This design comes from an exercise in tuning for small area, a short achievable clock period and few clock cycles per item on the open sky130 flow, not from production work. Where RTL was checked, it was by simulation tests only, not by an equivalence proof against the original. For runs 2 and 3, only the layout was checked, not whether the RTL still works.

## flow/run.sh

```bash
#!/bin/bash
# synth_recipe.tcl (not shown) runs the flow's synth.tcl, then flattens the netlist and writes it again
# the make line also repeats each setting of config.mk as NAME=value (left out here)
make -C /OpenROAD-flow-scripts/flow DESIGN_CONFIG=/design/flow/config.mk WORK_HOME=/design/flow/orfs CLKGATE_MAP_FILE= SYNTH_SCRIPT=/design/flow/synth_recipe.tcl finish
```

## flow/config.mk

```make
export PLATFORM = sky130hd
export DESIGN_NAME = integer_square_root_with_fraction
export DESIGN_NICKNAME = integer_square_root_with_fraction
export VERILOG_FILES = /design/flow/design.v
export SDC_FILE = /design/flow/constraint.sdc
export NUM_CORES = 4
export LEC_CHECK = 0
export ABC_AREA = 1
export CAP_MARGIN = 20
export CORE_MARGIN = 2
export CORE_UTILIZATION = 55
export PLACE_DENSITY = 0.68
export SETUP_SLACK_MARGIN = 4.8
export SLEW_MARGIN = 20
```

## flow/constraint.sdc

```tcl
create_clock -name core_clock -period 8.0 [get_ports {clk_i}]
set_input_delay 1.6000 -clock core_clock [delete_from_list [all_inputs] [get_ports {clk_i}]]
set_output_delay 1.6000 -clock core_clock [all_outputs]
set_load 0.01 [all_outputs]
```

## flow/design.v

```verilog
`timescale 1ns / 1ps
package isqf_pkg;
  localparam int unsigned RADICAND_W  = 31;
  localparam int unsigned INT_ROOT_W  = 16;
  localparam int unsigned SCALED_W    = 33;
  localparam int unsigned INT_RAD_W   = 2 * INT_ROOT_W;
  localparam int unsigned SCALE_MAX_W = 34;
  localparam int unsigned SPLIT_W     = 17;
  localparam int unsigned PROD_W      = RADICAND_W + SPLIT_W;
  function automatic logic [63:0] pow10(input integer e);
    logic [63:0] r;
    integer      i;
    r = 64'd1;
    for (i = 0; i < e; i = i + 1) begin
      r = r * 64'd10;
    end
    pow10 = r;
  endfunction
endpackage
`timescale 1ns / 1ps
import isqf_pkg::*;
module integer_square_root_with_fraction #(
  parameter int unsigned FRAC_DIGITS = 5
) (
  input  logic                              clk_i,
  input  logic                              rst_ni,
  input  logic                              in_valid_i,
  output logic                              in_ready_o,
  input  logic [isqf_pkg::RADICAND_W-1:0]   in_radicand_i,
  output logic                              out_valid_o,
  input  logic                              out_ready_i,
  output logic [isqf_pkg::INT_ROOT_W-1:0]   out_int_root_o,
  output logic [isqf_pkg::SCALED_W-1:0]     out_scaled_root_o
);
  logic sk_v, va, vm;
  logic rdy_q;   
  logic [30:0] vs;
  logic adv;
  logic [30:0] sk_d, n_a, n_in;
  logic in_fire;
  assign adv        = ~vs[30] | out_ready_i;
  assign in_ready_o = rdy_q;
  assign in_fire    = in_valid_i & ~sk_v;
  always_ff @(posedge clk_i or negedge rst_ni) begin
    if (!rst_ni) begin
      sk_v <= 1'b0;
      rdy_q <= 1'b1;
      va   <= 1'b0;
      vm   <= 1'b0;
      vs   <= '0;
    end else if (adv) begin
      sk_v <= 1'b0;
      rdy_q <= 1'b1;
      va   <= sk_v | in_fire;
      vm   <= va;
      vs   <= {vs[29:0], vm};
    end else begin
      sk_v <= sk_v | in_fire;
      rdy_q <= ~(sk_v | in_fire);
    end
  end
  logic [55:0] m_t [8];
  logic [55:0] m_s [6];
  logic [55:0] m_c [6];
  logic [55:0] ms_q, mc_q, m_d;
  logic [54:0] m_q;
  assign m_t[0] = (56'(n_a) << 23) | 56'd264;
  assign m_t[1] = 56'(n_a) << 20;
  assign m_t[2] = 56'(n_a) << 18;
  assign m_t[3] = 56'(n_a) << 16;
  assign m_t[4] = 56'(n_a) << 10;
  assign m_t[5] = (~(56'(n_a))) << 8;
  assign m_t[6] = (~(56'(n_a))) << 3;
  assign m_t[7] = 56'(n_a);
  assign m_s[0] = m_t[0] ^ m_t[1] ^ m_t[2];
  assign m_c[0] = ((m_t[0] & m_t[1]) | (m_t[0] & m_t[2]) | (m_t[1] & m_t[2])) << 1;
  assign m_s[1] = m_t[3] ^ m_t[4] ^ m_t[5];
  assign m_c[1] = ((m_t[3] & m_t[4]) | (m_t[3] & m_t[5]) | (m_t[4] & m_t[5])) << 1;
  assign m_s[2] = m_t[6] ^ m_t[7] ^ m_s[0];
  assign m_c[2] = ((m_t[6] & m_t[7]) | (m_t[6] & m_s[0]) | (m_t[7] & m_s[0])) << 1;
  assign m_s[3] = m_c[0] ^ m_s[1] ^ m_c[1];
  assign m_c[3] = ((m_c[0] & m_s[1]) | (m_c[0] & m_c[1]) | (m_s[1] & m_c[1])) << 1;
  assign m_s[4] = m_s[2] ^ m_c[2] ^ m_s[3];
  assign m_c[4] = ((m_s[2] & m_c[2]) | (m_s[2] & m_s[3]) | (m_c[2] & m_s[3])) << 1;
  assign m_s[5] = m_s[4] ^ m_c[4] ^ m_c[3];
  assign m_c[5] = ((m_s[4] & m_c[4]) | (m_s[4] & m_c[3]) | (m_c[4] & m_c[3])) << 1;
  assign m_d = ms_q + mc_q;
  assign m_q = m_d[54:0];
  assign n_in = sk_v ? sk_d : in_radicand_i;
  always_ff @(posedge clk_i) begin
    if (!adv && !sk_v) sk_d <= in_radicand_i;
    if (adv) begin
      n_a   <= n_in;
      ms_q <= m_s[5];
      mc_q <= m_c[5];
    end
  end
  logic [1:0] s0_t0_r; logic s0_t0_g;
  assign s0_t0_g = |{1'b0, m_q[54]};
  assign s0_t0_r = {1'b0, m_q[54]} - 2'(s0_t0_g);
  logic [3:0] s0_t1_c, s0_t1_tr, s0_t1_d; logic s0_t1_g; logic [2:0] s0_t1_r; logic [1:0] s0_t1_q;
  assign s0_t1_c  = {s0_t0_r, m_q[53:52]};
  assign s0_t1_tr = 4'({s0_t0_g, 2'b01});
  assign s0_t1_d  = s0_t1_c - s0_t1_tr;
  assign s0_t1_g  = ~s0_t1_d[3];
  assign s0_t1_r  = s0_t1_g ? s0_t1_d[2:0] : s0_t1_c[2:0];
  assign s0_t1_q  = {s0_t0_g, s0_t1_g};
  logic [1:0] s0_q;
  logic [2:0] s0_r;
  logic [51:0] s0_rad;
  always_ff @(posedge clk_i) begin
    if (adv) begin
      s0_q <= s0_t1_q;
      s0_r <= s0_t1_r;
      s0_rad <= m_q[51:0];
    end
  end
  logic [4:0] s1_t0_c, s1_t0_tr, s1_t0_d; logic s1_t0_g; logic [3:0] s1_t0_r; logic [2:0] s1_t0_q;
  assign s1_t0_c  = {s0_r, s0_rad[51:50]};
  assign s1_t0_tr = 5'({s0_q, 2'b01});
  assign s1_t0_d  = s1_t0_c - s1_t0_tr;
  assign s1_t0_g  = ~s1_t0_d[4];
  assign s1_t0_r  = s1_t0_g ? s1_t0_d[3:0] : s1_t0_c[3:0];
  assign s1_t0_q  = {s0_q, s1_t0_g};
  logic [5:0] s1_t1_c, s1_t1_tr, s1_t1_d; logic s1_t1_g; logic [4:0] s1_t1_r; logic [3:0] s1_t1_q;
  assign s1_t1_c  = {s1_t0_r, s0_rad[49:48]};
  assign s1_t1_tr = 6'({s1_t0_q, 2'b01});
  assign s1_t1_d  = s1_t1_c - s1_t1_tr;
  assign s1_t1_g  = ~s1_t1_d[5];
  assign s1_t1_r  = s1_t1_g ? s1_t1_d[4:0] : s1_t1_c[4:0];
  assign s1_t1_q  = {s1_t0_q, s1_t1_g};
  logic [3:0] s1_q;
  logic [4:0] s1_r;
  logic [47:0] s1_rad;
  always_ff @(posedge clk_i) begin
    if (adv) begin
      s1_q <= s1_t1_q;
      s1_r <= s1_t1_r;
      s1_rad <= s0_rad[47:0];
    end
  end
  logic [6:0] s2_t0_c, s2_t0_tr, s2_t0_d; logic s2_t0_g; logic [5:0] s2_t0_r; logic [4:0] s2_t0_q;
  assign s2_t0_c  = {s1_r, s1_rad[47:46]};
  assign s2_t0_tr = 7'({s1_q, 2'b01});
  assign s2_t0_d  = s2_t0_c - s2_t0_tr;
  assign s2_t0_g  = ~s2_t0_d[6];
  assign s2_t0_r  = s2_t0_g ? s2_t0_d[5:0] : s2_t0_c[5:0];
  assign s2_t0_q  = {s1_q, s2_t0_g};
  logic [4:0] s2_q;
  logic [5:0] s2_r;
  logic [45:0] s2_rad;
  always_ff @(posedge clk_i) begin
    if (adv) begin
      s2_q <= s2_t0_q;
      s2_r <= s2_t0_r;
      s2_rad <= s1_rad[45:0];
    end
  end
  logic [7:0] s3_t0_c, s3_t0_tr, s3_t0_d; logic s3_t0_g; logic [6:0] s3_t0_r; logic [5:0] s3_t0_q;
  assign s3_t0_c  = {s2_r, s2_rad[45:44]};
  assign s3_t0_tr = 8'({s2_q, 2'b01});
  assign s3_t0_d  = s3_t0_c - s3_t0_tr;
  assign s3_t0_g  = ~s3_t0_d[7];
  assign s3_t0_r  = s3_t0_g ? s3_t0_d[6:0] : s3_t0_c[6:0];
  assign s3_t0_q  = {s2_q, s3_t0_g};
  logic [5:0] s3_q;
  logic [6:0] s3_r;
  logic [43:0] s3_rad;
  always_ff @(posedge clk_i) begin
    if (adv) begin
      s3_q <= s3_t0_q;
      s3_r <= s3_t0_r;
      s3_rad <= s2_rad[43:0];
    end
  end
  logic [8:0] s4_t0_c, s4_t0_tr, s4_t0_d; logic s4_t0_g; logic [7:0] s4_t0_r; logic [6:0] s4_t0_q;
  assign s4_t0_c  = {s3_r, s3_rad[43:42]};
  assign s4_t0_tr = 9'({s3_q, 2'b01});
  assign s4_t0_d  = s4_t0_c - s4_t0_tr;
  assign s4_t0_g  = ~s4_t0_d[8];
  assign s4_t0_r  = s4_t0_g ? s4_t0_d[7:0] : s4_t0_c[7:0];
  assign s4_t0_q  = {s3_q, s4_t0_g};
  logic [6:0] s4_q;
  logic [7:0] s4_r;
  logic [41:0] s4_rad;
  always_ff @(posedge clk_i) begin
    if (adv) begin
      s4_q <= s4_t0_q;
      s4_r <= s4_t0_r;
      s4_rad <= s3_rad[41:0];
    end
  end
  logic [9:0] s5_t0_c, s5_t0_tr, s5_t0_d; logic s5_t0_g; logic [8:0] s5_t0_r; logic [7:0] s5_t0_q;
  assign s5_t0_c  = {s4_r, s4_rad[41:40]};
  assign s5_t0_tr = 10'({s4_q, 2'b01});
  assign s5_t0_d  = s5_t0_c - s5_t0_tr;
  assign s5_t0_g  = ~s5_t0_d[9];
  assign s5_t0_r  = s5_t0_g ? s5_t0_d[8:0] : s5_t0_c[8:0];
  assign s5_t0_q  = {s4_q, s5_t0_g};
  logic [7:0] s5_q;
  logic [8:0] s5_r;
  logic [39:0] s5_rad;
  always_ff @(posedge clk_i) begin
    if (adv) begin
      s5_q <= s5_t0_q;
      s5_r <= s5_t0_r;
      s5_rad <= s4_rad[39:0];
    end
  end
  logic [10:0] s6_t0_c, s6_t0_tr, s6_t0_d; logic s6_t0_g; logic [9:0] s6_t0_r; logic [8:0] s6_t0_q;
  assign s6_t0_c  = {s5_r, s5_rad[39:38]};
  assign s6_t0_tr = 11'({s5_q, 2'b01});
  assign s6_t0_d  = s6_t0_c - s6_t0_tr;
  assign s6_t0_g  = ~s6_t0_d[10];
  assign s6_t0_r  = s6_t0_g ? s6_t0_d[9:0] : s6_t0_c[9:0];
  assign s6_t0_q  = {s5_q, s6_t0_g};
  logic [8:0] s6_q;
  logic [9:0] s6_r;
  logic [37:0] s6_rad;
  always_ff @(posedge clk_i) begin
    if (adv) begin
      s6_q <= s6_t0_q;
      s6_r <= s6_t0_r;
      s6_rad <= s5_rad[37:0];
    end
  end
  logic [11:0] s7_t0_c, s7_t0_tr, s7_t0_d; logic s7_t0_g; logic [10:0] s7_t0_r; logic [9:0] s7_t0_q;
  assign s7_t0_c  = {s6_r, s6_rad[37:36]};
  assign s7_t0_tr = 12'({s6_q, 2'b01});
  assign s7_t0_d  = s7_t0_c - s7_t0_tr;
  assign s7_t0_g  = ~s7_t0_d[11];
  assign s7_t0_r  = s7_t0_g ? s7_t0_d[10:0] : s7_t0_c[10:0];
  assign s7_t0_q  = {s6_q, s7_t0_g};
  logic [9:0] s7_q;
  logic [10:0] s7_r;
  logic [35:0] s7_rad;
  always_ff @(posedge clk_i) begin
    if (adv) begin
      s7_q <= s7_t0_q;
      s7_r <= s7_t0_r;
      s7_rad <= s6_rad[35:0];
    end
  end
  logic [12:0] s8_t0_c, s8_t0_tr, s8_t0_d; logic s8_t0_g; logic [11:0] s8_t0_r; logic [10:0] s8_t0_q;
  assign s8_t0_c  = {s7_r, s7_rad[35:34]};
  assign s8_t0_tr = 13'({s7_q, 2'b01});
  assign s8_t0_d  = s8_t0_c - s8_t0_tr;
  assign s8_t0_g  = ~s8_t0_d[12];
  assign s8_t0_r  = s8_t0_g ? s8_t0_d[11:0] : s8_t0_c[11:0];
  assign s8_t0_q  = {s7_q, s8_t0_g};
  logic [10:0] s8_q;
  logic [11:0] s8_r;
  logic [33:0] s8_rad;
  always_ff @(posedge clk_i) begin
    if (adv) begin
      s8_q <= s8_t0_q;
      s8_r <= s8_t0_r;
      s8_rad <= s7_rad[33:0];
    end
  end
  logic [13:0] s9_t0_c, s9_t0_tr, s9_t0_d; logic s9_t0_g; logic [12:0] s9_t0_r; logic [11:0] s9_t0_q;
  assign s9_t0_c  = {s8_r, s8_rad[33:32]};
  assign s9_t0_tr = 14'({s8_q, 2'b01});
  assign s9_t0_d  = s9_t0_c - s9_t0_tr;
  assign s9_t0_g  = ~s9_t0_d[13];
  assign s9_t0_r  = s9_t0_g ? s9_t0_d[12:0] : s9_t0_c[12:0];
  assign s9_t0_q  = {s8_q, s9_t0_g};
  logic [11:0] s9_q;
  logic [12:0] s9_r;
  logic [31:0] s9_rad;
  always_ff @(posedge clk_i) begin
    if (adv) begin
      s9_q <= s9_t0_q;
      s9_r <= s9_t0_r;
      s9_rad <= s8_rad[31:0];
    end
  end
  logic [14:0] s10_t0_c, s10_t0_tr, s10_t0_d; logic s10_t0_g; logic [13:0] s10_t0_r; logic [12:0] s10_t0_q;
  assign s10_t0_c  = {s9_r, s9_rad[31:30]};
  assign s10_t0_tr = 15'({s9_q, 2'b01});
  assign s10_t0_d  = s10_t0_c - s10_t0_tr;
  assign s10_t0_g  = ~s10_t0_d[14];
  assign s10_t0_r  = s10_t0_g ? s10_t0_d[13:0] : s10_t0_c[13:0];
  assign s10_t0_q  = {s9_q, s10_t0_g};
  logic [12:0] s10_q;
  logic [13:0] s10_r;
  logic [29:0] s10_rad;
  always_ff @(posedge clk_i) begin
    if (adv) begin
      s10_q <= s10_t0_q;
      s10_r <= s10_t0_r;
      s10_rad <= s9_rad[29:0];
    end
  end
  logic [15:0] s11_t0_c, s11_t0_tr, s11_t0_d; logic s11_t0_g; logic [14:0] s11_t0_r; logic [13:0] s11_t0_q;
  assign s11_t0_c  = {s10_r, s10_rad[29:28]};
  assign s11_t0_tr = 16'({s10_q, 2'b01});
  assign s11_t0_d  = s11_t0_c - s11_t0_tr;
  assign s11_t0_g  = ~s11_t0_d[15];
  assign s11_t0_r  = s11_t0_g ? s11_t0_d[14:0] : s11_t0_c[14:0];
  assign s11_t0_q  = {s10_q, s11_t0_g};
  logic [13:0] s11_q;
  logic [14:0] s11_r;
  logic [27:0] s11_rad;
  always_ff @(posedge clk_i) begin
    if (adv) begin
      s11_q <= s11_t0_q;
      s11_r <= s11_t0_r;
      s11_rad <= s10_rad[27:0];
    end
  end
  logic [16:0] s12_t0_c, s12_t0_tr, s12_t0_d; logic s12_t0_g; logic [15:0] s12_t0_r; logic [14:0] s12_t0_q;
  assign s12_t0_c  = {s11_r, s11_rad[27:26]};
  assign s12_t0_tr = 17'({s11_q, 2'b01});
  assign s12_t0_d  = s12_t0_c - s12_t0_tr;
  assign s12_t0_g  = ~s12_t0_d[16];
  assign s12_t0_r  = s12_t0_g ? s12_t0_d[15:0] : s12_t0_c[15:0];
  assign s12_t0_q  = {s11_q, s12_t0_g};
  logic [14:0] s12_q;
  logic [15:0] s12_r;
  logic [25:0] s12_rad;
  always_ff @(posedge clk_i) begin
    if (adv) begin
      s12_q <= s12_t0_q;
      s12_r <= s12_t0_r;
      s12_rad <= s11_rad[25:0];
    end
  end
  logic [17:0] s13_t0_c, s13_t0_tr, s13_t0_d; logic s13_t0_g; logic [16:0] s13_t0_r; logic [15:0] s13_t0_q;
  assign s13_t0_c  = {s12_r, s12_rad[25:24]};
  assign s13_t0_tr = 18'({s12_q, 2'b01});
  assign s13_t0_d  = s13_t0_c - s13_t0_tr;
  assign s13_t0_g  = ~s13_t0_d[17];
  assign s13_t0_r  = s13_t0_g ? s13_t0_d[16:0] : s13_t0_c[16:0];
  assign s13_t0_q  = {s12_q, s13_t0_g};
  logic [15:0] s13_q;
  logic [16:0] s13_r;
  logic [23:0] s13_rad;
  always_ff @(posedge clk_i) begin
    if (adv) begin
      s13_q <= s13_t0_q;
      s13_r <= s13_t0_r;
      s13_rad <= s12_rad[23:0];
    end
  end
  logic [18:0] s14_t0_c, s14_t0_tr, s14_t0_d; logic s14_t0_g; logic [17:0] s14_t0_r; logic [16:0] s14_t0_q;
  assign s14_t0_c  = {s13_r, s13_rad[23:22]};
  assign s14_t0_tr = 19'({s13_q, 2'b01});
  assign s14_t0_d  = s14_t0_c - s14_t0_tr;
  assign s14_t0_g  = ~s14_t0_d[18];
  assign s14_t0_r  = s14_t0_g ? s14_t0_d[17:0] : s14_t0_c[17:0];
  assign s14_t0_q  = {s13_q, s14_t0_g};
  logic [16:0] s14_q;
  logic [17:0] s14_r;
  logic [21:0] s14_rad;
  always_ff @(posedge clk_i) begin
    if (adv) begin
      s14_q <= s14_t0_q;
      s14_r <= s14_t0_r;
      s14_rad <= s13_rad[21:0];
    end
  end
  logic [19:0] s15_t0_c, s15_t0_tr, s15_t0_d; logic s15_t0_g; logic [18:0] s15_t0_r; logic [17:0] s15_t0_q;
  assign s15_t0_c  = {s14_r, s14_rad[21:20]};
  assign s15_t0_tr = 20'({s14_q, 2'b01});
  assign s15_t0_d  = s15_t0_c - s15_t0_tr;
  assign s15_t0_g  = ~s15_t0_d[19];
  assign s15_t0_r  = s15_t0_g ? s15_t0_d[18:0] : s15_t0_c[18:0];
  assign s15_t0_q  = {s14_q, s15_t0_g};
  logic [17:0] s15_q;
  logic [18:0] s15_r;
  logic [19:0] s15_rad;
  always_ff @(posedge clk_i) begin
    if (adv) begin
      s15_q <= s15_t0_q;
      s15_r <= s15_t0_r;
      s15_rad <= s14_rad[19:0];
    end
  end
  logic [20:0] s16_t0_c, s16_t0_tr, s16_t0_d; logic s16_t0_g; logic [19:0] s16_t0_r; logic [18:0] s16_t0_q;
  assign s16_t0_c  = {s15_r, s15_rad[19:18]};
  assign s16_t0_tr = 21'({s15_q, 2'b01});
  assign s16_t0_d  = s16_t0_c - s16_t0_tr;
  assign s16_t0_g  = ~s16_t0_d[20];
  assign s16_t0_r  = s16_t0_g ? s16_t0_d[19:0] : s16_t0_c[19:0];
  assign s16_t0_q  = {s15_q, s16_t0_g};
  logic [18:0] s16_q;
  logic [19:0] s16_r;
  logic [17:0] s16_rad;
  always_ff @(posedge clk_i) begin
    if (adv) begin
      s16_q <= s16_t0_q;
      s16_r <= s16_t0_r;
      s16_rad <= s15_rad[17:0];
    end
  end
  logic [21:0] s17_t0_c, s17_t0_tr, s17_t0_d; logic s17_t0_g; logic [20:0] s17_t0_r; logic [19:0] s17_t0_q;
  assign s17_t0_c  = {s16_r, s16_rad[17:16]};
  assign s17_t0_tr = 22'({s16_q, 2'b01});
  assign s17_t0_d  = s17_t0_c - s17_t0_tr;
  assign s17_t0_g  = ~s17_t0_d[21];
  assign s17_t0_r  = s17_t0_g ? s17_t0_d[20:0] : s17_t0_c[20:0];
  assign s17_t0_q  = {s16_q, s17_t0_g};
  logic [19:0] s17_q;
  logic [20:0] s17_r;
  logic [15:0] s17_rad;
  always_ff @(posedge clk_i) begin
    if (adv) begin
      s17_q <= s17_t0_q;
      s17_r <= s17_t0_r;
      s17_rad <= s16_rad[15:0];
    end
  end
  logic [22:0] s18_t0_c, s18_t0_tr, s18_t0_d; logic s18_t0_g; logic [21:0] s18_t0_r; logic [20:0] s18_t0_q;
  assign s18_t0_c  = {s17_r, s17_rad[15:14]};
  assign s18_t0_tr = 23'({s17_q, 2'b01});
  assign s18_t0_d  = s18_t0_c - s18_t0_tr;
  assign s18_t0_g  = ~s18_t0_d[22];
  assign s18_t0_r  = s18_t0_g ? s18_t0_d[21:0] : s18_t0_c[21:0];
  assign s18_t0_q  = {s17_q, s18_t0_g};
  logic [20:0] s18_q;
  logic [21:0] s18_r;
  logic [13:0] s18_rad;
  always_ff @(posedge clk_i) begin
    if (adv) begin
      s18_q <= s18_t0_q;
      s18_r <= s18_t0_r;
      s18_rad <= s17_rad[13:0];
    end
  end
  logic [23:0] s19_t0_c, s19_t0_tr, s19_t0_d; logic s19_t0_g; logic [22:0] s19_t0_r; logic [21:0] s19_t0_q;
  assign s19_t0_c  = {s18_r, s18_rad[13:12]};
  assign s19_t0_tr = 24'({s18_q, 2'b01});
  assign s19_t0_d  = s19_t0_c - s19_t0_tr;
  assign s19_t0_g  = ~s19_t0_d[23];
  assign s19_t0_r  = s19_t0_g ? s19_t0_d[22:0] : s19_t0_c[22:0];
  assign s19_t0_q  = {s18_q, s19_t0_g};
  logic [21:0] s19_q;
  logic [22:0] s19_r;
  logic [11:0] s19_rad;
  always_ff @(posedge clk_i) begin
    if (adv) begin
      s19_q <= s19_t0_q;
      s19_r <= s19_t0_r;
      s19_rad <= s18_rad[11:0];
    end
  end
  logic [24:0] s20_t0_c, s20_t0_tr, s20_t0_d; logic s20_t0_g; logic [23:0] s20_t0_r; logic [22:0] s20_t0_q;
  assign s20_t0_c  = {s19_r, s19_rad[11:10]};
  assign s20_t0_tr = 25'({s19_q, 2'b01});
  assign s20_t0_d  = s20_t0_c - s20_t0_tr;
  assign s20_t0_g  = ~s20_t0_d[24];
  assign s20_t0_r  = s20_t0_g ? s20_t0_d[23:0] : s20_t0_c[23:0];
  assign s20_t0_q  = {s19_q, s20_t0_g};
  logic [22:0] s20_q;
  logic [23:0] s20_r;
  logic [9:0] s20_rad;
  always_ff @(posedge clk_i) begin
    if (adv) begin
      s20_q <= s20_t0_q;
      s20_r <= s20_t0_r;
      s20_rad <= s19_rad[9:0];
    end
  end
  logic [25:0] s21_t0_c, s21_t0_tr, s21_t0_d; logic s21_t0_g; logic [24:0] s21_t0_r; logic [23:0] s21_t0_q;
  assign s21_t0_c  = {s20_r, s20_rad[9:8]};
  assign s21_t0_tr = 26'({s20_q, 2'b01});
  assign s21_t0_d  = s21_t0_c - s21_t0_tr;
  assign s21_t0_g  = ~s21_t0_d[25];
  assign s21_t0_r  = s21_t0_g ? s21_t0_d[24:0] : s21_t0_c[24:0];
  assign s21_t0_q  = {s20_q, s21_t0_g};
  logic [23:0] s21_q;
  logic [24:0] s21_r;
  logic [7:0] s21_rad;
  always_ff @(posedge clk_i) begin
    if (adv) begin
      s21_q <= s21_t0_q;
      s21_r <= s21_t0_r;
      s21_rad <= s20_rad[7:0];
    end
  end
  logic [26:0] s22_t0_c, s22_t0_tr, s22_t0_d; logic s22_t0_g; logic [25:0] s22_t0_r; logic [24:0] s22_t0_q;
  assign s22_t0_c  = {s21_r, s21_rad[7:6]};
  assign s22_t0_tr = 27'({s21_q, 2'b01});
  assign s22_t0_d  = s22_t0_c - s22_t0_tr;
  assign s22_t0_g  = ~s22_t0_d[26];
  assign s22_t0_r  = s22_t0_g ? s22_t0_d[25:0] : s22_t0_c[25:0];
  assign s22_t0_q  = {s21_q, s22_t0_g};
  logic [24:0] s22_q;
  logic [25:0] s22_r;
  logic [5:0] s22_rad;
  always_ff @(posedge clk_i) begin
    if (adv) begin
      s22_q <= s22_t0_q;
      s22_r <= s22_t0_r;
      s22_rad <= s21_rad[5:0];
    end
  end
  logic [27:0] s23_t0_c, s23_t0_tr, s23_t0_d; logic s23_t0_g; logic [26:0] s23_t0_r; logic [25:0] s23_t0_q;
  assign s23_t0_c  = {s22_r, s22_rad[5:4]};
  assign s23_t0_tr = 28'({s22_q, 2'b01});
  assign s23_t0_d  = s23_t0_c - s23_t0_tr;
  assign s23_t0_g  = ~s23_t0_d[27];
  assign s23_t0_r  = s23_t0_g ? s23_t0_d[26:0] : s23_t0_c[26:0];
  assign s23_t0_q  = {s22_q, s23_t0_g};
  logic [12:0] s23_v13_x; logic s23_v13_g; logic [11:0] s23_v13_r;
  assign s23_v13_x = s22_q[24:12];
  assign s23_v13_g = (s23_v13_x >= 13'd3125);
  assign s23_v13_r = 12'(s23_v13_g ? (s23_v13_x - 13'd3125) : s23_v13_x);
  logic [12:0] s23_v14_x; logic s23_v14_g; logic [11:0] s23_v14_r; logic [1:0] s23_v14_q;
  assign s23_v14_x = {s23_v13_r, s22_q[11]};
  assign s23_v14_g = (s23_v14_x >= 13'd3125);
  assign s23_v14_r = 12'(s23_v14_g ? (s23_v14_x - 13'd3125) : s23_v14_x);
  assign s23_v14_q = {s23_v13_g, s23_v14_g};
  logic [25:0] s23_q;
  logic [26:0] s23_r;
  logic [3:0] s23_rad;
  logic [11:0] s23_dr; logic [1:0] s23_dq;
  always_ff @(posedge clk_i) begin
    if (adv) begin
      s23_q <= s23_t0_q;
      s23_r <= s23_t0_r;
      s23_rad <= s22_rad[3:0];
      s23_dr <= s23_v14_r;
      s23_dq <= s23_v14_q;
    end
  end
  logic [28:0] s24_t0_c, s24_t0_tr, s24_t0_d; logic s24_t0_g; logic [27:0] s24_t0_r; logic [26:0] s24_t0_q;
  assign s24_t0_c  = {s23_r, s23_rad[3:2]};
  assign s24_t0_tr = 29'({s23_q, 2'b01});
  assign s24_t0_d  = s24_t0_c - s24_t0_tr;
  assign s24_t0_g  = ~s24_t0_d[28];
  assign s24_t0_r  = s24_t0_g ? s24_t0_d[27:0] : s24_t0_c[27:0];
  assign s24_t0_q  = {s23_q, s24_t0_g};
  logic [12:0] s24_v15_x; logic s24_v15_g; logic [11:0] s24_v15_r; logic [2:0] s24_v15_q;
  assign s24_v15_x = {s23_dr, s23_q[11]};
  assign s24_v15_g = (s24_v15_x >= 13'd3125);
  assign s24_v15_r = 12'(s24_v15_g ? (s24_v15_x - 13'd3125) : s24_v15_x);
  assign s24_v15_q = {s23_dq, s24_v15_g};
  logic [12:0] s24_v16_x; logic s24_v16_g; logic [11:0] s24_v16_r; logic [3:0] s24_v16_q;
  assign s24_v16_x = {s24_v15_r, s23_q[10]};
  assign s24_v16_g = (s24_v16_x >= 13'd3125);
  assign s24_v16_r = 12'(s24_v16_g ? (s24_v16_x - 13'd3125) : s24_v16_x);
  assign s24_v16_q = {s24_v15_q, s24_v16_g};
  logic [26:0] s24_q;
  logic [27:0] s24_r;
  logic [1:0] s24_rad;
  logic [11:0] s24_dr; logic [3:0] s24_dq;
  always_ff @(posedge clk_i) begin
    if (adv) begin
      s24_q <= s24_t0_q;
      s24_r <= s24_t0_r;
      s24_rad <= s23_rad[1:0];
      s24_dr <= s24_v16_r;
      s24_dq <= s24_v16_q;
    end
  end
  logic [29:0] s25_t0_c, s25_t0_tr, s25_t0_d; logic s25_t0_g; logic [28:0] s25_t0_r; logic [27:0] s25_t0_q;
  assign s25_t0_c  = {s24_r, s24_rad[1:0]};
  assign s25_t0_tr = 30'({s24_q, 2'b01});
  assign s25_t0_d  = s25_t0_c - s25_t0_tr;
  assign s25_t0_g  = ~s25_t0_d[29];
  assign s25_t0_r  = s25_t0_g ? s25_t0_d[28:0] : s25_t0_c[28:0];
  assign s25_t0_q  = {s24_q, s25_t0_g};
  logic [12:0] s25_v17_x; logic s25_v17_g; logic [11:0] s25_v17_r; logic [4:0] s25_v17_q;
  assign s25_v17_x = {s24_dr, s24_q[10]};
  assign s25_v17_g = (s25_v17_x >= 13'd3125);
  assign s25_v17_r = 12'(s25_v17_g ? (s25_v17_x - 13'd3125) : s25_v17_x);
  assign s25_v17_q = {s24_dq, s25_v17_g};
  logic [12:0] s25_v18_x; logic s25_v18_g; logic [11:0] s25_v18_r; logic [5:0] s25_v18_q;
  assign s25_v18_x = {s25_v17_r, s24_q[9]};
  assign s25_v18_g = (s25_v18_x >= 13'd3125);
  assign s25_v18_r = 12'(s25_v18_g ? (s25_v18_x - 13'd3125) : s25_v18_x);
  assign s25_v18_q = {s25_v17_q, s25_v18_g};
  logic [27:0] s25_q;
  logic [28:0] s25_r;
  logic [11:0] s25_dr; logic [5:0] s25_dq;
  always_ff @(posedge clk_i) begin
    if (adv) begin
      s25_q <= s25_t0_q;
      s25_r <= s25_t0_r;
      s25_dr <= s25_v18_r;
      s25_dq <= s25_v18_q;
    end
  end
  logic [30:0] s26_t0_c, s26_t0_tr, s26_t0_d; logic s26_t0_g; logic [29:0] s26_t0_r; logic [28:0] s26_t0_q;
  assign s26_t0_c  = {s25_r, 2'b00};
  assign s26_t0_tr = 31'({s25_q, 2'b01});
  assign s26_t0_d  = s26_t0_c - s26_t0_tr;
  assign s26_t0_g  = ~s26_t0_d[30];
  assign s26_t0_r  = s26_t0_g ? s26_t0_d[29:0] : s26_t0_c[29:0];
  assign s26_t0_q  = {s25_q, s26_t0_g};
  logic [12:0] s26_v19_x; logic s26_v19_g; logic [11:0] s26_v19_r; logic [6:0] s26_v19_q;
  assign s26_v19_x = {s25_dr, s25_q[9]};
  assign s26_v19_g = (s26_v19_x >= 13'd3125);
  assign s26_v19_r = 12'(s26_v19_g ? (s26_v19_x - 13'd3125) : s26_v19_x);
  assign s26_v19_q = {s25_dq, s26_v19_g};
  logic [12:0] s26_v20_x; logic s26_v20_g; logic [11:0] s26_v20_r; logic [7:0] s26_v20_q;
  assign s26_v20_x = {s26_v19_r, s25_q[8]};
  assign s26_v20_g = (s26_v20_x >= 13'd3125);
  assign s26_v20_r = 12'(s26_v20_g ? (s26_v20_x - 13'd3125) : s26_v20_x);
  assign s26_v20_q = {s26_v19_q, s26_v20_g};
  logic [28:0] s26_q;
  logic [29:0] s26_r;
  logic [11:0] s26_dr; logic [7:0] s26_dq;
  always_ff @(posedge clk_i) begin
    if (adv) begin
      s26_q <= s26_t0_q;
      s26_r <= s26_t0_r;
      s26_dr <= s26_v20_r;
      s26_dq <= s26_v20_q;
    end
  end
  logic [31:0] s27_t0_c, s27_t0_tr, s27_t0_d; logic s27_t0_g; logic [30:0] s27_t0_r; logic [29:0] s27_t0_q;
  assign s27_t0_c  = {s26_r, 2'b00};
  assign s27_t0_tr = 32'({s26_q, 2'b01});
  assign s27_t0_d  = s27_t0_c - s27_t0_tr;
  assign s27_t0_g  = ~s27_t0_d[31];
  assign s27_t0_r  = s27_t0_g ? s27_t0_d[30:0] : s27_t0_c[30:0];
  assign s27_t0_q  = {s26_q, s27_t0_g};
  logic [12:0] s27_v21_x; logic s27_v21_g; logic [11:0] s27_v21_r; logic [8:0] s27_v21_q;
  assign s27_v21_x = {s26_dr, s26_q[8]};
  assign s27_v21_g = (s27_v21_x >= 13'd3125);
  assign s27_v21_r = 12'(s27_v21_g ? (s27_v21_x - 13'd3125) : s27_v21_x);
  assign s27_v21_q = {s26_dq, s27_v21_g};
  logic [12:0] s27_v22_x; logic s27_v22_g; logic [11:0] s27_v22_r; logic [9:0] s27_v22_q;
  assign s27_v22_x = {s27_v21_r, s26_q[7]};
  assign s27_v22_g = (s27_v22_x >= 13'd3125);
  assign s27_v22_r = 12'(s27_v22_g ? (s27_v22_x - 13'd3125) : s27_v22_x);
  assign s27_v22_q = {s27_v21_q, s27_v22_g};
  logic [29:0] s27_q;
  logic [30:0] s27_r;
  logic [11:0] s27_dr; logic [9:0] s27_dq;
  always_ff @(posedge clk_i) begin
    if (adv) begin
      s27_q <= s27_t0_q;
      s27_r <= s27_t0_r;
      s27_dr <= s27_v22_r;
      s27_dq <= s27_v22_q;
    end
  end
  logic [32:0] s28_t0_c, s28_t0_tr, s28_t0_d; logic s28_t0_g; logic [31:0] s28_t0_r; logic [30:0] s28_t0_q;
  assign s28_t0_c  = {s27_r, 2'b00};
  assign s28_t0_tr = 33'({s27_q, 2'b01});
  assign s28_t0_d  = s28_t0_c - s28_t0_tr;
  assign s28_t0_g  = ~s28_t0_d[32];
  assign s28_t0_r  = s28_t0_g ? s28_t0_d[31:0] : s28_t0_c[31:0];
  assign s28_t0_q  = {s27_q, s28_t0_g};
  logic [12:0] s28_v23_x; logic s28_v23_g; logic [11:0] s28_v23_r; logic [10:0] s28_v23_q;
  assign s28_v23_x = {s27_dr, s27_q[7]};
  assign s28_v23_g = (s28_v23_x >= 13'd3125);
  assign s28_v23_r = 12'(s28_v23_g ? (s28_v23_x - 13'd3125) : s28_v23_x);
  assign s28_v23_q = {s27_dq, s28_v23_g};
  logic [12:0] s28_v24_x; logic s28_v24_g; logic [11:0] s28_v24_r; logic [11:0] s28_v24_q;
  assign s28_v24_x = {s28_v23_r, s27_q[6]};
  assign s28_v24_g = (s28_v24_x >= 13'd3125);
  assign s28_v24_r = 12'(s28_v24_g ? (s28_v24_x - 13'd3125) : s28_v24_x);
  assign s28_v24_q = {s28_v23_q, s28_v24_g};
  logic [30:0] s28_q;
  logic [31:0] s28_r;
  logic [11:0] s28_dr; logic [11:0] s28_dq;
  always_ff @(posedge clk_i) begin
    if (adv) begin
      s28_q <= s28_t0_q;
      s28_r <= s28_t0_r;
      s28_dr <= s28_v24_r;
      s28_dq <= s28_v24_q;
    end
  end
  logic [33:0] s29_t0_c, s29_t0_tr, s29_t0_d; logic s29_t0_g; logic [32:0] s29_t0_r; logic [31:0] s29_t0_q;
  assign s29_t0_c  = {s28_r, 2'b00};
  assign s29_t0_tr = 34'({s28_q, 2'b01});
  assign s29_t0_d  = s29_t0_c - s29_t0_tr;
  assign s29_t0_g  = ~s29_t0_d[33];
  assign s29_t0_r  = s29_t0_g ? s29_t0_d[32:0] : s29_t0_c[32:0];
  assign s29_t0_q  = {s28_q, s29_t0_g};
  logic [12:0] s29_v25_x; logic s29_v25_g; logic [11:0] s29_v25_r; logic [12:0] s29_v25_q;
  assign s29_v25_x = {s28_dr, s28_q[6]};
  assign s29_v25_g = (s29_v25_x >= 13'd3125);
  assign s29_v25_r = 12'(s29_v25_g ? (s29_v25_x - 13'd3125) : s29_v25_x);
  assign s29_v25_q = {s28_dq, s29_v25_g};
  logic [12:0] s29_v26_x; logic s29_v26_g; logic [11:0] s29_v26_r; logic [13:0] s29_v26_q;
  assign s29_v26_x = {s29_v25_r, s28_q[5]};
  assign s29_v26_g = (s29_v26_x >= 13'd3125);
  assign s29_v26_r = 12'(s29_v26_g ? (s29_v26_x - 13'd3125) : s29_v26_x);
  assign s29_v26_q = {s29_v25_q, s29_v26_g};
  logic [31:0] s29_q;
  logic [32:0] s29_r;
  logic [11:0] s29_dr; logic [13:0] s29_dq;
  always_ff @(posedge clk_i) begin
    if (adv) begin
      s29_q <= s29_t0_q;
      s29_r <= s29_t0_r;
      s29_dr <= s29_v26_r;
      s29_dq <= s29_v26_q;
    end
  end
  logic [34:0] s30_t0_c, s30_t0_tr, s30_t0_d; logic s30_t0_g; logic [33:0] s30_t0_r; logic [32:0] s30_t0_q;
  assign s30_t0_c  = {s29_r, 2'b00};
  assign s30_t0_tr = 35'({s29_q, 2'b01});
  assign s30_t0_d  = s30_t0_c - s30_t0_tr;
  assign s30_t0_g  = ~s30_t0_d[34];
  assign s30_t0_r  = s30_t0_g ? s30_t0_d[33:0] : s30_t0_c[33:0];
  assign s30_t0_q  = {s29_q, s30_t0_g};
  logic [12:0] s30_v27_x; logic s30_v27_g; logic [11:0] s30_v27_r; logic [14:0] s30_v27_q;
  assign s30_v27_x = {s29_dr, s29_q[5]};
  assign s30_v27_g = (s30_v27_x >= 13'd3125);
  assign s30_v27_r = 12'(s30_v27_g ? (s30_v27_x - 13'd3125) : s30_v27_x);
  assign s30_v27_q = {s29_dq, s30_v27_g};
  logic [12:0] s30_v28_x; logic s30_v28_g; logic [11:0] s30_v28_r; logic [15:0] s30_v28_q;
  assign s30_v28_x = {s30_v27_r, s29_q[4]};
  assign s30_v28_g = (s30_v28_x >= 13'd3125);
  assign s30_v28_r = 12'(s30_v28_g ? (s30_v28_x - 13'd3125) : s30_v28_x);
  assign s30_v28_q = {s30_v27_q, s30_v28_g};
  logic [32:0] s30_q;
  logic [11:0] s30_dr; logic [15:0] s30_dq;
  always_ff @(posedge clk_i) begin
    if (adv) begin
      s30_q <= s30_t0_q;
      s30_dq <= s30_v28_q;
    end
  end
  assign out_valid_o       = vs[30];
  assign out_scaled_root_o = s30_q;
  assign out_int_root_o    = s30_dq;
endmodule
```

==> flow_summary_export.csv, run 1 <==
group,metric,value,unit
outcome,status,"complete, no violations",
critical_path,r2r-start,"n_a[5]",
timing,finalHoldViolCount,0,
critical_path,slowest_stage,"clkdlybuf4s50_1",
routing,drtIter0Drc,6134,
timing,tightest_slew,976.7,ps
floorplan,core_area,0.2044,mm^2
grt,first_global_vias,74350,
timing,skew,61.03,ps
finish,final_core_utilization,61.84,%
yosys,synth_top_area_share,55.34,%
yosys,synth.avg_cell_area,10.44,um^2
timing,fin_hold_ws,378.2,ps
grt,grt_max_degree,130,
yosys,syn_nets,11720,
routing,ant_nets,0,
routing,via_per_inst,5.424,
floorplan,num_rows,166,
routing,remaining_drc_errors,0,
critical_path,path_cells,"clkdlybuf4s50_1 > nor2_4 > buf_12 > clkinv_16 > buf_16 > buf_12",
grt,gr-usage-all-layers,24.63,%
grt,grt-ovfl-total,0,
clock_network,worstSkewPairLatency,890,ps
routing,wire_per_inst,18.62,um
timing,rsz0062_at_grt,"yes",
timing,min_period,3240,ps
clock_network,clk_pin_slew,60,ps
clock_network,cts_tree,"done",
yosys,ys_top_cells_by_area,"edfxtp_1 (55%), nand2_1 (7.7%), ha_1 (7.6%)",
floorplan,die_w,457.1,um
yosys,syn_inst,10810,
yosys,synth_area_leader_cell,"edfxtp_1",
timing,slew_viol_final,0,
yosys,synth_edf_count,2081,
place,dp_hpwl,192300,um
flow_run,cap_viol_max_count,0,
routing,firstDrtPassIters,6,
timing,slew_headroom,34.66,%
floorplan,dieHeight,457.1,um
timing,fin_ws,4760,ps
yosys,synth_top_flop_cell,"edfxtp_1",
finish,syn_to_final_growth,11.92,%
routing,drt-total-wl,261200,um
clock_network,numClockSinks,2116,
routing,vias,76080,
critical_path,cp_slowest_stage_delay,600,ps
critical_path,crit_start,"out_ready_i",
finish,final_common_cell,"nand2_1",
timing,post-route-period-util,40.50,%
yosys,yosysSeqAreaShare,56.12,%
floorplan,dieArea,0.2090,mm^2
yosys,netlist_area,0.1129,mm^2
yosys,synth_seq_cells,2116,
finish,nNetsFinal,12050,
yosys,yosysWarnings,4,
clock_network,cts_buffer_depth,3,
yosys,ys_types,60,
grt,grt_pass1_wl,406900,um
critical_path,startpoint_type,"primary input",
grt,antenna_found_initial,3,
finish,design_area,0.1264,mm^2
critical_path,cp_max_fo,117,
worst_hold_path,hp-start,"s16_rad[10]",
floorplan,ioPinCount,86,
critical_path,cp.arrival,3760,ps
timing,clock.fmax,0.3087,GHz
clock_network,cts_htree_levels,4,
clock_network,root_buffer,"clkbuf_16",
timing,setup_violations,0,
critical_path,crit_path_frequent_cell,"buf_12",
floorplan,start_util,55.25,%
critical_path,cp-end-kind,"flop",
place,dpl_cell_area,0.1169,mm^2
critical_path,path_class,"in -> reg",
place,portBuffers,85,
place,dp_slack,3121,ps
finish,drive_above_1_share,6.653,%
yosys,synthArstFlopShare,1.654,%
place,place.gp.congestion,0.9375,
finish,final_cell_mix,"nand2_1 (2,290), edfxtp_1 (2,081), inv_1 (1,475)",
clock_network,cts_buffers,220,
critical_path,crit_required,8520,ps
worst_hold_path,hp-class,"reg -> reg",
==> cells in the mapped netlist, drive strengths merged (4+ instances only) <==
cell	n
a211oi	20
a31oi	80
a21boi	29
nand3b	16
nor3	102
o31ai	15
clkbuf	78
or2	12
ha	689
o221ai	9
dfrtp	34
a21oi	789
fa	178
nand4	92
nand3	399
a31o	4
nor4	16
and2	5
edfxtp	2081
nor2	672
clkinv	8
a21o	58
nand2	2346
xnor2	287
o21bai	52
and3	4
buf	57
xor2	343
o21a	28
o21ai	760
o211ai	17
inv	1518
o2111ai	7
a221oi	4
==> flip-flops by register name (all words and copies together), names as in the netlist, 32 cells and up <==
name / cells
mc_q: 49
s29_q: 32
s6_rad: 38
s29_r: 32
ms_q: 55
s3_rad: 44
s7_rad: 36
s5_rad: 40
s8_rad: 34
s1_rad: 48
s2_rad: 46
s9_rad: 32
s4_rad: 42
s30_q: 33
s0_rad: 52
==> path summary, 6_finish.rpt <==
| path | to | slack (ps) | cells past startpoint |
|---|---|---|---|
| min reg2reg | s17_rad[10] | 380 | 0 |
| max reg2reg | ms_q[28] | 4880 | 7 |
| max in group asynchronous | rdy_q | 6540 | 2 |
| min in group asynchronous | vs[30] | 1130 | 2 |
| min | s17_rad[10] | 380 | 0 |
| max | s22_q[22] | 4760 | 6 |
==> routing by layer <==
metal	vias up	share of wire [%]	track usage, %
li1	37580	-	-
met1	36330	44	32.93
met2	1736	49	41.82
met3	436	4.2	2.921
met4	0	3.3	8.293
met5	-	0	0
==> per-stage QoR <==
step,cells,setup TNS (ps)
detailed placement,13490,0
global route,14030,0
CTS,13960,0
finish,14030,0
global placement,13490,0
floorplan,10810,-61840
==> repair_timing <==
item / CTS / global route
endpoints found under the setup margin: 2310 / 1294
cloned: 9 / 8
setup buffers: 45 / 55
pin swaps: 2 / 17
hold buffers: 0 / 0
gates resized for setup: 158 / 123
==> cell families after synthesis <==
family | Yosys count | share of synthesized area (%)
XOR/XNOR | 630 | 4.886
buffers and inverters | 1661 | 5.681
adder cells (fa/ha/maj) | 867 | 10.79
AO/OA/AOI/OAI | 1874 | 9.086
flip-flops | 2116 | 56.12
AND/OR/NAND/NOR | 3665 | 13.44
other | 1 | 0.003321
==> layout make-up <==
| type | instances | area, um^2 |
|---|---|---|
| Timing Repair Buffer | 238 | 2560 |
| Timing Repair inverter | 3 | 23.77 |
| Fill cell | 16550 | 78000 |
| Antenna cell | 5 | 12.51 |
| Tap cell | 2688 | 3363 |
| Clock buffer | 259 | 5673 |
| Multi-Input combinational cell | 7039 | 43640 |
| Clock inverter | 152 | 1899 |
| Inverter | 1526 | 5839 |
| Sequential cell | 2116 | 63370 |
==> critical path: cells and delay by family <==
family / cells / cell delay (ps)
buffers and inverters: 5 / 1590
AND/OR/NAND/NOR: 1 / 70
Testbench counts, summed over its fixed seeds: cycles 8,264, items 8,000.
==> run 2, diff against run 1 <==
--- a/flow/design.v
+++ b/flow/design.v
@@ -34,5 +34,4 @@
 );
   logic sk_v, va, vm;
-  logic rdy_q;   
   logic [30:0] vs;
   logic adv;
@@ -40,10 +39,9 @@
   logic in_fire;
   assign adv        = ~vs[30] | out_ready_i;
-  assign in_ready_o = rdy_q;
+  assign in_ready_o = ~sk_v;
   assign in_fire    = in_valid_i & ~sk_v;
   always_ff @(posedge clk_i or negedge rst_ni) begin
     if (!rst_ni) begin
       sk_v <= 1'b0;
-      rdy_q <= 1'b1;
       va   <= 1'b0;
       vm   <= 1'b0;
@@ -51,5 +49,4 @@
     end else if (adv) begin
       sk_v <= 1'b0;
-      rdy_q <= 1'b1;
       va   <= sk_v | in_fire;
       vm   <= va;
@@ -57,5 +54,4 @@
     end else begin
       sk_v <= sk_v | in_fire;
-      rdy_q <= ~(sk_v | in_fire);
     end
   end
--- a/flow/config.mk
+++ b/flow/config.mk
@@ -9,6 +9,4 @@
 export CAP_MARGIN = 20
 export CORE_MARGIN = 2
-export CORE_UTILIZATION = 55
-export PLACE_DENSITY = 0.68
-export SETUP_SLACK_MARGIN = 4.8
+export CORE_UTILIZATION = 40
 export SLEW_MARGIN = 20
==> flow_summary_export.csv, run 2 <==
group,metric,value,unit
finish,largest_register,"ms_q",
floorplan,dieHeight,536.6,um
yosys,synth_top_area_share,55.08,%
clock_network,cts_htree_levels,4,
yosys,synth_edf_count,2081,
clock_network,cts_buffers,230,
critical_path,crit_required,8480,ps
flow_run,cap_viol_max_count,0,
yosys,netlist_area,0.1134,mm^2
routing,drtIter0Drc,5601,
timing,setup_violations,0,
finish,syn_to_final_growth,11.67,%
timing,min_period,3882,ps
routing,firstDrtPassIters,7,
place,dp_slack,3287,ps
critical_path,cp_max_fo,155,
clock_network,root_buffer,"clkbuf_16",
routing,drt-total-wl,271100,um
yosys,synth_top_flop_cell,"edfxtp_1",
critical_path,cp-end-kind,"flop",
outcome,status,"complete, no violations",
finish,reg_top3,"ms_q (55), s0_rad (52), mc_q (49)",
critical_path,path_cells,"clkdlybuf4s50_1 > inv_12 > nand2_8 > buf_12 > buf_12",
yosys,synth_seq_cells,2115,
timing,fin_ws,4118,ps
grt,grt_max_degree,169,
critical_path,cp.arrival,4360,ps
routing,wire_per_inst,18.04,um
yosys,yosysSeqAreaShare,55.83,%
yosys,ys_top_cells_by_count,"nand2_1 (2,324), edfxtp_1 (2,081), inv_1 (1,468), a21oi_1 (772), ha_1 (689)",
routing,vias,75730,
worst_hold_path,hp-class,"reg -> reg",
timing,slew_headroom,30.16,%
clock_network,postCtsSetupRepairBufs,0,
critical_path,worstPathBufferInverterCount,4,
floorplan,dieArea,0.2879,mm^2
critical_path,critical-path-top-delay-family,"buffers and inverters",
finish,largest_reg_flops,55,
routing,remaining_drc_errors,0,
grt,antenna_found_initial,2,
grt,grt-ovfl-total,0,
yosys,synthArstFlopShare,1.608,%
finish,fill_cells,26220,
yosys,yosysMostFrequentCell,"nand2_1",
grt,grt_pass1_wl,420700,um
critical_path,slowest_stage,"clkdlybuf4s50_1",
finish,final_common_cell,"nand2_1",
timing,fin_hold_ws,330.8,ps
finish,final_cell_mix,"nand2_1 (2,323), edfxtp_1 (2,081), inv_1 (1,467)",
yosys,syn_inst,10870,
floorplan,start_util,40.19,%
clock_network,numClockSinks,2115,
timing,skew,102.0,ps
clock_network,cts_resized,0,
floorplan,num_rows,195,
yosys,synth.avg_cell_area,10.44,um^2
yosys,yosysWarnings,4,
grt,first_global_vias,74500,
timing,finalHoldViolCount,0,
clock_network,cts_buffer_depth,4,
clock_network,cts_tree,"done",
critical_path,startpoint_type,"primary input",
timing,tightest_slew,1044,ps
grt,gr-usage-all-layers,18.56,%
finish,nNetsFinal,11990,
finish,design_area,0.1267,mm^2
timing,rsz0062_at_grt,"no",
timing,clock.fmax,0.2576,GHz
place,dpl_cell_area,0.1188,mm^2
finish,drive_above_1_share,5.345,%
clock_network,hold_buffers,0,
critical_path,cp_slowest_stage_delay,640,ps
routing,ant_nets,0,
yosys,syn_nets,11770,
critical_path,path_class,"in -> reg",
yosys,synth_area_leader_cell,"edfxtp_1",
clock_network,clk_pin_slew,60,ps
yosys,ys_top_cells_by_area,"edfxtp_1 (55%), nand2_1 (7.7%), ha_1 (7.6%)",
place,portBuffers,85,
floorplan,ioPinCount,86,
timing,post-route-period-util,48.53,%
finish,final_core_utilization,44.88,%
yosys,ys_types,66,
place,dp_hpwl,205500,um
critical_path,crit_path_frequent_cell,"buf_12",
place,place.gp.congestion,0.9168,
floorplan,core_area,0.2823,mm^2
timing,slew_viol_final,0,
routing,via_per_inst,5.040,
floorplan,die_w,536.6,um
clock_network,worstSkewPairLatency,940,ps
run 2: final cells by class:
cell class	count	area [um^2]	share of cell area (%)
Sequential cell	2115	63340	50.00
Multi-Input combinational cell	7104	43720	34.51
Clock buffer	261	5936	4.685
Inverter	1504	5662	4.469
Tap cell	3743	4683	3.697
Antenna cell	1	2.502	0.001975
Clock inverter	164	1976	1.559
Timing Repair Buffer	133	1369	1.080
run 2: cells by family (layout without fill, tap and decap cells):
family                     count (synthesis)  count (layout)  share of synthesized area, %
adders and majority gates                867             867                         10.74
other                                      1               2                      0.003305
buffers and inverters                   1649            2062                         5.680
DFF                                     2115            2115                         55.83
AOI/OAI and AO/OA                       1794            1794                         8.712
and+or+nand+nor                         3807            3807                         14.13
xor gates and xnor gates                 635             635                         4.902
run 2: worst register-to-register path, cell delays in order (launching register included):
cell and delay, ps:
edfxtp_1 350, inv_1 50, ha_1 350, a21o_1 190, o21bai_1 160, a221oi_1 380, nand4_1 840, nand2_1 1040
o21ai_0 170
run 2: worst paths after layout:
kind / start / end / slack (ps) / cells past startpoint
min reg2reg: s1_rad[33] / s2_rad[33] / 330 / 0
max: out_ready_i / s18_r[14] / 4120 / 5
min: s1_rad[33] / s2_rad[33] / 330 / 0
min in group asynchronous: rst_ni / sk_v / 1110 / 2
max reg2reg: s15_q[13] / s16_r[1] / 4150 / 8
max in group asynchronous: rst_ni / vs[11] / 6580 / 2
run 2: metrics by stage:
| stage | std cells | setup TNS (ps) |
|---|---|---|
| after floorplan | 10870 | -66380 |
| after global placement | 14600 | 0 |
| after detailed placement | 14600 | 0 |
| after CTS | 15020 | 0 |
| after global routing | 15030 | 0 |
| final | 15030 | 0 |
run 2: layer usage:
metal  routed length [um]  share of wire (%)  track usage, %
met3                11170                4.1           2.279
met1               119700                 44           24.29
met2               129600                 48           31.58
met5                    0                  0               0
met4                10560                3.9           6.736
==> run 3, diff against run 2 <==
--- a/flow/config.mk
+++ b/flow/config.mk
@@ -10,3 +10,4 @@
 export CORE_MARGIN = 2
 export CORE_UTILIZATION = 40
+export SETUP_SLACK_MARGIN = 4.8
 export SLEW_MARGIN = 20
==> flow_summary_export.csv, run 3 <==
group,metric,value,unit
outcome,status,"complete, no violations",
timing,slew_viol_final,0,
finish,final_cell_mix,"nand2_1 (2,311), edfxtp_1 (2,081), inv_1 (1,447)",
critical_path,startpoint_type,"flop",
finish,final_common_cell,"nand2_1",
critical_path,reg2reg_setup_slack,4840,ps
routing,firstDrtPassIters,6,
critical_path,cp-end-kind,"primary output",
yosys,synth.avg_cell_area,10.44,um^2
timing,post-route-period-util,41.33,%
timing,finalHoldViolCount,0,
yosys,synth_top_area_share,55.08,%
critical_path,path_class,"reg -> out",
floorplan,dieArea,0.2879,mm^2
routing,remaining_drc_errors,0,
yosys,syn_inst,10870,
floorplan,num_rows,195,
finish,largest_reg_flops,55,
clock_network,root_buffer,"clkbuf_16",
timing,rsz0062_at_grt,"yes",
finish,design_area,0.1286,mm^2
floorplan,ioPinCount,86,
yosys,ys_top_cells_by_count,"nand2_1 (2,324), edfxtp_1 (2,081), inv_1 (1,468), a21oi_1 (772), ha_1 (689)",
worst_hold_path,hp-class,"reg -> reg",
clock_network,cts_htree_levels,4,
grt,met2_usage,32.74,%
place,place.gp.congestion,0.9384,
place,dp_hpwl,209400,um
grt,grt_pass1_wl,431200,um
finish,largest_register,"ms_q",
routing,drt-total-wl,282600,um
clock_network,clk_pin_slew,60,ps
finish,final_core_utilization,45.57,%
grt,busiest_layer,"met2",
clock_network,cts_buffer_depth,4,
timing,fin_hold_ws,311.0,ps
floorplan,die_w,536.6,um
grt,use_met3,2.254,%
floorplan,core_area,0.2823,mm^2
yosys,synth_edf_count,2081,
place,dpl_cell_area,0.1188,mm^2
critical_path,cp.arrival,1710,ps
yosys,synth_area_leader_cell,"edfxtp_1",
finish,layout.cells.non_filler,15170,
yosys,ys_top_cells_by_area,"edfxtp_1 (55%), nand2_1 (7.7%), ha_1 (7.6%)",
clock_network,numClockSinks,2115,
timing,clock.fmax,0.3024,GHz
clock_network,cts_buffers,231,
flow_run,cap_viol_max_count,0,
routing,via_per_inst,5.050,
timing,skew,126.8,ps
routing,ant_nets,0,
timing,tightest_slew,1038,ps
yosys,yosysSeqAreaShare,55.83,%
grt,met1_usage,25.58,%
finish,reg_top3,"ms_q (55), s0_rad (52), mc_q (49)",
yosys,netlist_area,0.1134,mm^2
critical_path,cp_max_fo,2,
yosys,yosysMostFrequentCell,"nand2_1",
yosys,yosysWarnings,4,
floorplan,start_util,40.19,%
finish,drive_above_1_share,7.460,%
place,dp.cells,14610,
finish,syn_to_final_growth,13.39,%
grt,antenna_found_initial,2,
grt,grt_max_degree,164,
grt,first_global_vias,75110,
yosys,synth_top_flop_cell,"edfxtp_1",
finish,nNetsFinal,12130,
routing,drtIter0Drc,5866,
clock_network,worstSkewPairLatency,930,ps
routing,vias,76590,
critical_path,crit_required,6400,ps
timing,slew_headroom,30.58,%
yosys,ys_types,66,
place,portBuffers,85,
clock_network,cts_tree,"done",
clock_network,hold_buffers,0,
grt,grt-ovfl-total,0,
floorplan,dieHeight,536.6,um
yosys,syn_nets,11770,
yosys,synthArstFlopShare,1.608,%
grt,gr-usage-all-layers,19.18,%
timing,setup_violations,0,
timing,min_period,3306,ps
yosys,synth_seq_cells,2115,
routing,wire_per_inst,18.63,um
run 3: cell counts after synthesis:
Identical to the previous run, type by type.
run 3: worst max-delay path: stages (launching register included):
cell	delay, ps
dfrtp_2	380
buf_12	100
clkinvlp_4	90
buf_12	140
buf_6	110
run 3: through the flow:
stage               worst slack, ps  TNS [ps]
finish                         4694         0
global route                   4587         0
CTS                            4607         0
detailed placement             3461         0
global placement               3500         0
floorplan                     -2141    -66380
run 3: path summary, 6_finish.rpt:
kind,startpoint,endpoint,depth (start not counted)
min in group asynchronous,rst_ni,va,2
max in group asynchronous,rst_ni,sk_v,2
hold reg to reg,s2_rad[30],s3_rad[30],0
setup reg to reg,n_a[7],ms_q[27],7
hold / removal,s2_rad[30],s3_rad[30],0
setup / recovery,sk_v,in_ready_o,4
run 3: area by class of cell:
| type | count | area [um^2] |
|---|---|---|
| clock buffers | 257 | 5878 |
| flip-flops and latches | 2115 | 63340 |
| fillers | 25980 | 153600 |
| diodes | 3 | 7.507 |
| repair buffers | 263 | 2699 |
| well taps | 3743 | 4683 |
| inverters | 1504 | 5729 |
| clock inverters | 170 | 2173 |
| multi-input cells | 7108 | 44100 |
| repair inverters | 4 | 28.78 |
run 3: kinds of logic after synthesis:
group | Yosys count | share of synthesized area, %
AND/OR/NAND/NOR | 3807 | 14.13
flip-flops | 2115 | 55.83
AO/OA/AOI/OAI | 1794 | 8.712
buffers and inverters | 1649 | 5.680
adder cells (fa/ha/maj) | 867 | 10.74
XOR/XNOR | 635 | 4.902
other | 1 | 0.003305
run 3: what timing repair did:
action	CTS	global route
setup endpoints to repair	1608	1110
gates resized for setup	260	117
setup buffers	59	53
pin swaps	5	16
gates cloned	8	11
run 3: routing by layer:
| metal | vias to the layer above | routed length, um |
|---|---|---|
| met4 | 0 | 8840 |
| met5 | - | 0 |
| met2 | 1723 | 135500 |
| met1 | 36590 | 126200 |
| li1 | 37850 | - |
| met3 | 427 | 12160 |
==> run 4, diff against run 3 <==
--- a/flow/design.v
+++ b/flow/design.v
@@ -34,4 +34,5 @@
 );
   logic sk_v, va, vm;
+  logic rdy_q;   
   logic [30:0] vs;
   logic adv;
@@ -39,9 +40,10 @@
   logic in_fire;
   assign adv        = ~vs[30] | out_ready_i;
-  assign in_ready_o = ~sk_v;
+  assign in_ready_o = rdy_q;
   assign in_fire    = in_valid_i & ~sk_v;
   always_ff @(posedge clk_i or negedge rst_ni) begin
     if (!rst_ni) begin
       sk_v <= 1'b0;
+      rdy_q <= 1'b1;
       va   <= 1'b0;
       vm   <= 1'b0;
@@ -49,4 +51,5 @@
     end else if (adv) begin
       sk_v <= 1'b0;
+      rdy_q <= 1'b1;
       va   <= sk_v | in_fire;
       vm   <= va;
@@ -54,4 +57,5 @@
     end else begin
       sk_v <= sk_v | in_fire;
+      rdy_q <= ~(sk_v | in_fire);
     end
   end
==> flow_summary_export.csv, run 4 <==
group,metric,value,unit
outcome,status,"complete, no violations",
yosys,synthMuxAreaShare,0,%
finish,final_cell_mix,"nand2_1 (2,286), edfxtp_1 (2,081), inv_1 (1,463)",
timing,post-route-period-util,41.06,%
floorplan,num_rows,195,
critical_path,cp_slowest_stage_delay,630,ps
timing,rsz0062_at_grt,"yes",
finish,multi_input_area,0.04366,mm^2
routing,ant_nets,0,
yosys,synth_compound_gate_area_share,9.086,%
floorplan,die_w,535.3,um
yosys,synth-simple-area-share,13.44,%
clock_network,cts_htree_levels,4,
timing,tns,0,ps
clock_network,cts_buffer_depth,4,
grt,grt_pass1_wl,424200,um
critical_path,path_class,"in -> reg",
yosys,synth_seq_cells,2116,
place,place.gp.congestion,0.9224,
finish,final_common_cell,"nand2_1",
place,dp_hpwl,202300,um
clock_network,root_buffer,"clkbuf_16",
yosys,synth_top_area_share,55.34,%
grt,grt_max_degree,195,
finish,regArea,0.06337,mm^2
floorplan,ioPinCount,86,
critical_path,startpoint_type,"primary input",
timing,tightest_slew,1025,ps
grt,gr-usage-all-layers,18.76,%
timing,slew_headroom,31.67,%
routing,via_per_inst,5.060,
worst_hold_path,hp-class,"reg -> reg",
floorplan,start_util,40.11,%
routing,vias,76560,
routing,wl_met1,125700,um
clock_network,hold_buffers,0,
clock_network,worstSkewPairLatency,930,ps
finish,reg_top3,"ms_q (55), s0_rad (52), mc_q (49)",
routing,wire_per_inst,18.25,um
grt,grt-ovfl-total,0,
finish,fill_cells,26130,
critical_path,crit_required,8480,ps
clock_network,clk_pin_slew,60,ps
yosys,synth_top_flop_cell,"edfxtp_1",
critical_path,cp_max_fo,194,
yosys,synth.avg_cell_area,10.44,um^2
yosys,synth_edf_count,2081,
critical_path,path_cells,"clkdlybuf4s50_1 > nor2_4 > buf_12 > clkinv_16 > buf_16",
critical_path,reg2reg_setup_slack,4830,ps
floorplan,core_area,0.2816,mm^2
timing,min_period,3285,ps
yosys,synthArstFlopShare,1.654,%
floorplan,dieArea,0.2866,mm^2
critical_path,critical-path-top-delay-family,"buffers and inverters",
finish,syn_to_final_growth,13.72,%
flow_run,cap_viol_max_count,0,
place,dp_slack,2871,ps
grt,antenna_found_initial,6,
clock_network,cts_buffers,231,
critical_path,slowest_stage,"buf_16",
yosys,synth_area_leader_cell,"edfxtp_1",
place,portBuffers,85,
routing,topRoutingLayerUsed,"met4",
yosys,ys_top_cells_by_count,"nand2_1 (2,310), edfxtp_1 (2,081), inv_1 (1,484), a21oi_1 (777), ha_1 (689)",
critical_path,worstPathBufferInverterCount,4,
finish,drive_above_1_share,7.390,%
yosys,ys_types,60,
[run 4: cell count changes after synthesis, sizes merged, moves of 25 or more]
cell and change:
nand2 -34, nand3 -60, nand4 -29, nor2 -25, o21ai +77, xnor2 +45
xor2 -50
[run 4: kinds of logic (layout without fill, tap and decap cells)]
logic type,Yosys count,in the layout
simple gates,3665,3668
flops,2116,2116
compound gates,1874,1874
buf+inv,1661,2223
fa+ha+maj,867,867
xor+xnor,630,631
other cells,1,8
[run 4: per-stage QoR]
stage	utilization, %	area, um^2	hold WS (ps)	std cells
after floorplan	-	113000	400.3	10810
after global placement	42.00	118300	400.2	14550
after detailed placement	42.00	118300	404.5	14550
after CTS	45.14	127100	332.2	15040
after global routing	45.60	128400	345.4	15130
final	45.61	128400	336.3	15130
[run 4: area by class of cell]
type	instances	area share, %
Clock buffer	270	4.631
Timing Repair inverter	3	0.02046
Tap cell	3743	3.647
Sequential cell	2116	49.35
Inverter	1526	4.560
Clock inverter	154	1.471
Timing Repair Buffer	270	2.303
Antenna cell	7	0.01364
Multi-Input combinational cell	7041	34.00
[run 4: worst reg2reg max path: stages (launching register included)]
cell,delay (ps)
edfxtp_1,700
inv_1,260
fa_1,550
inv_1,50
ha_1,290
fa_1,460
fa_1,520
[run 4: timing repair]
item / CTS / global route
setup endpoints to repair: 2464 / 1370
hold endpoints to repair: 0 / 0
gates resized for setup: 231 / 152
cloned: 9 / 16
pin swaps: 6 / 26
buffers inserted: 60 / 69
[run 4: per-layer routing]
layer / vias to the layer above / global-route usage [%]
met2: 1845 / 30.92
met3: 445 / 2.116
met1: 36590 / 26.12
met5: - / 0
met4: 0 / 5.361
li1: 37680 / -
[run 4: worst paths after layout]
check,cells past startpoint,start,to
max in group asynchronous,2,rst_ni,rdy_q
worst max-delay path,5,out_ready_i,s25_r[10]
worst max register to register,6,n_a[1],ms_q[17]
worst min-delay path,0,s4_rad[22],s5_rad[22]
worst min register to register,0,s4_rad[22],s5_rad[22]
min in group asynchronous,2,rst_ni,sk_v
Testbench counts of run 4, summed over its fixed seeds: cycles 8,264, items 8,000.

[afterwards: timing with drivers on the ports]
The flow's constraints put no driver on any port. The routed layouts listed below were extracted and timed again, unchanged, in two steps.
Step 1 assumes that a clkbuf_16 drives the clock port and a buf_2 every other input.
Step 2 moves the port delays by t, midway between the first and last clock arrival at a register: inputs arrive t later, outputs are due t later. That takes back most of the time a late clock gives input paths.
Slacks: ideal ports / drivers / drivers and shift; pairs: ideal ports / drivers.
| run | t, ns | slack for setup (ns) | hold WS [ns] |
|---|---|---|---|
| run 1 | 0.957 | 4.760 / 4.784 / 3.869 | 0.378 / 0.378 / 0.378 |
| run 2 | 0.977 | 4.118 / 4.107 / 3.204 | 0.331 / 0.331 / 0.331 |
| run 3 | 0.970 | 4.694 / 4.596 / 3.923 | 0.311 / 0.311 / 0.311 |
| run 4 | 0.966 | 4.715 / 4.772 / 3.814 | 0.336 / 0.336 / 0.336 |
After both steps setup and hold are still met in every run listed. For run 2, which loses most, drivers alone change the setup slack by -0.011 ns; drivers and shift together by -0.914 ns.
